This is an optimization exercise on Yosys and OpenROAD, whose aim is a short achievable clock period and few clock cycles per item, not a production implementation. The RTL was checked by simulation tests, not by an equivalence proof against the original design. Power and IR drop assume default switching activity.

Design ooo_core, start of the top module:
module ooo_core
(
    input  logic     clk_in,
    input  logic     rst_in,
    input  logic     rdy_in,         
    input  logic     issue_valid,
    input  logic     issue_use_imm,
    input  logic [3:0]  issue_op,
    input  logic [4:0] issue_rs1,
    input  logic [4:0] issue_rs2,
    input  logic [4:0] issue_rd,
    input  logic [31:0]    issue_imm,
    output logic     issue_ready,
    output logic     commit_valid,
    output logic [4:0] commit_rd,
    output logic [31:0]    commit_value
);
==> flow/config.mk <==
export PLATFORM = sky130hd
export DESIGN_NAME = ooo_core
export DESIGN_NICKNAME = ooo_core
export VERILOG_FILES = /design/flow/design.v
export SDC_FILE = /design/flow/constraint.sdc
export NUM_CORES = 4
export LEC_CHECK = 0
export ABC_CLOCK_PERIOD_IN_PS = 2000
export CAP_MARGIN = 20
export CORE_MARGIN = 2
export CORE_UTILIZATION = 40
export SETUP_SLACK_MARGIN = 3.8
export SLEW_MARGIN = 20
==> flow/constraint.sdc <==
create_clock -name core_clock -period 7.0 [get_ports {clk_in}]
set_input_delay 1.4000 -clock core_clock [delete_from_list [all_inputs] [get_ports {clk_in}]]
set_output_delay 1.4000 -clock core_clock [all_outputs]
set_load 0.01 [all_outputs]
run.sh (not shown) runs the stock make flow with config.mk's settings and CLKGATE_MAP_FILE= SYNTH_SCRIPT=/design/flow/synth_recipe.tcl, a recipe that flattens the netlist after the stock synthesis.
The first run ran to the end with no violations.
Testbench counts at the start, summed over its fixed seeds: cycles 4,824, items 4,800.
==> next run, changes <==
- SETUP_SLACK_MARGIN: 3.8 -> 4.3
The new run completed with no timing, DRC or antenna violations.
Wire length climbs by roughly a tenth.
Synthesized area does not change.
Cell count climbs by a few percent.
Design area climbs by roughly a tenth.
Clock-buffer cell count climbs by 16.
Total power climbs by about a fifth.

========
run 1:
ooo_core, a different RTL version from the one above (not shown whole).
Size: about 1500 flip-flops, about 95 I/O pins, ~68000 um2 of cells after synthesis.
clock: 7.0 ns
lec_check: 0
abc_clock_period_in_ps: 2000
cap_margin: 20
core_margin: 2
core_utilization: 55
setup_slack_margin: 4.3
slew_margin: 20
Having completed the whole flow, run 1 delivered a layout that passed the timing, design-rule and antenna checks.
Testbench counts of run 1, summed over its fixed seeds: cycles 4,832, items 4,800.
For run 2, these inputs were changed with respect to run 1:
- CORE_UTILIZATION now 40, was 55
Compared to run 1, run 2 was floorplanned on a bigger die.
Via count delta (run 2 − run 1): favourable
From run 1 to run 2 the numbers moved as follows: met2 layer wire length in the routed design higher, final estimated routing congestion in global placement moved down, achievable frequency now sits higher, wire length on met1 rose 2.3%, minimum setup slack in the final design up 0.19 ns.
Summary — global routing usage on met1, run 2 relative to run 1: lower, by 18 points.
Across run 2 and run 1, none had a timing, DRC or antenna violation.
Utilization run 1 -> run 2: down
Area growth from synthesis to layout, run 2 and run 1: lower on run 2
Higher number of buffers inserted by post-CTS setup repair goes to run 1 over run 2.
For run 3, these inputs were changed with respect to run 2:
- SETUP_SLACK_MARGIN: 4.3 -> 3.8
## What came out
- Compared with run 2, in run 3 non-clock buffer count went down, count of clock-buffer cells in the layout went down, post-placement worst setup slack went up, fmax went down, latest clock arrival within the worst-skew pair did not really move.
- The higher final worst slack of run 2 and run 3 is in run 2.
- Changes observed in run 3 relative to run 2: number of antenna violations at the first check in global routing now smaller; final core area utilization now smaller.
- Critical path depth, run 2 and run 3, higher one = run 3.
- Run 3 has post-route cell area below what run 2 had.
- Between run 2 and run 3, post-CTS repair timing setup buffer count is lower for run 3, run 2 comes in above that.

========
ooo_core, a different RTL version from the one above (not shown whole).
For scale: about 1300 flip-flops.
clock: 7.0 ns
lec_check: 0
abc_clock_period_in_ps: 2500
cap_margin: 20
core_margin: 2
core_utilization: 40
setup_slack_margin: 3.8
slew_margin: 20
Testbench counts at the start, summed over its fixed seeds: cycles 4,824, items 4,800.
Then changed:
ABC_CLOCK_PERIOD_IN_PS = default   (was 2500)
SETUP_SLACK_MARGIN = default   (was 3.8)
What happened: The changed run finished with timing, DRC and antenna clean; final cell count is lower by a few percent; core utilization is lower by 4.3 points; synthesized cell count stays the same; routed wire length is lower by a little under a tenth; worst setup slack is worse by 1.6 ns.

[port drivers added, routing unchanged]
No port has a modelled driver above. Below, the same layouts with a new extraction and two added sets of constraints.
Step 1 assumes that a clkbuf_16 drives the clock port and a buf_2 every other input.
Step 2 moves the port delays by t, midway between the first and last clock arrival at a register: inputs arrive t later, outputs are due t later. That takes back most of the time a late clock gives input paths.
Slacks: ideal / step 1 / step 2; pairs: ideal / step 1.
run	t (ns)	setup slack, ns	slew at the worst register clock pin (ns)	worst data-port slew with drivers (ns)
the first run of note 1	0.878	3.671 / 3.671 / 2.946	0.07 / 0.07	0.20
the second run of note 1	0.891	3.841 / 3.734 / 2.988	0.07 / 0.07	0.16
run 1	0.905	3.637 / 3.522 / 2.822	0.07 / 0.07	0.27
run 2	0.901	3.828 / 3.706 / 3.046	0.07 / 0.07	0.18
run 3	0.891	3.627 / 3.365 / 2.684	0.07 / 0.07	0.48
the first run of note 3	0.885	3.200 / 3.200 / 2.995	0.07 / 0.07	0.28
the second run of note 3	0.881	1.572 / 1.572 / 1.572	0.07 / 0.07	0.10
After both steps setup and hold are still met in every run listed. The setup slack of run 3, which loses most, moves by -0.262 ns with the drivers and by -0.943 ns with both steps.
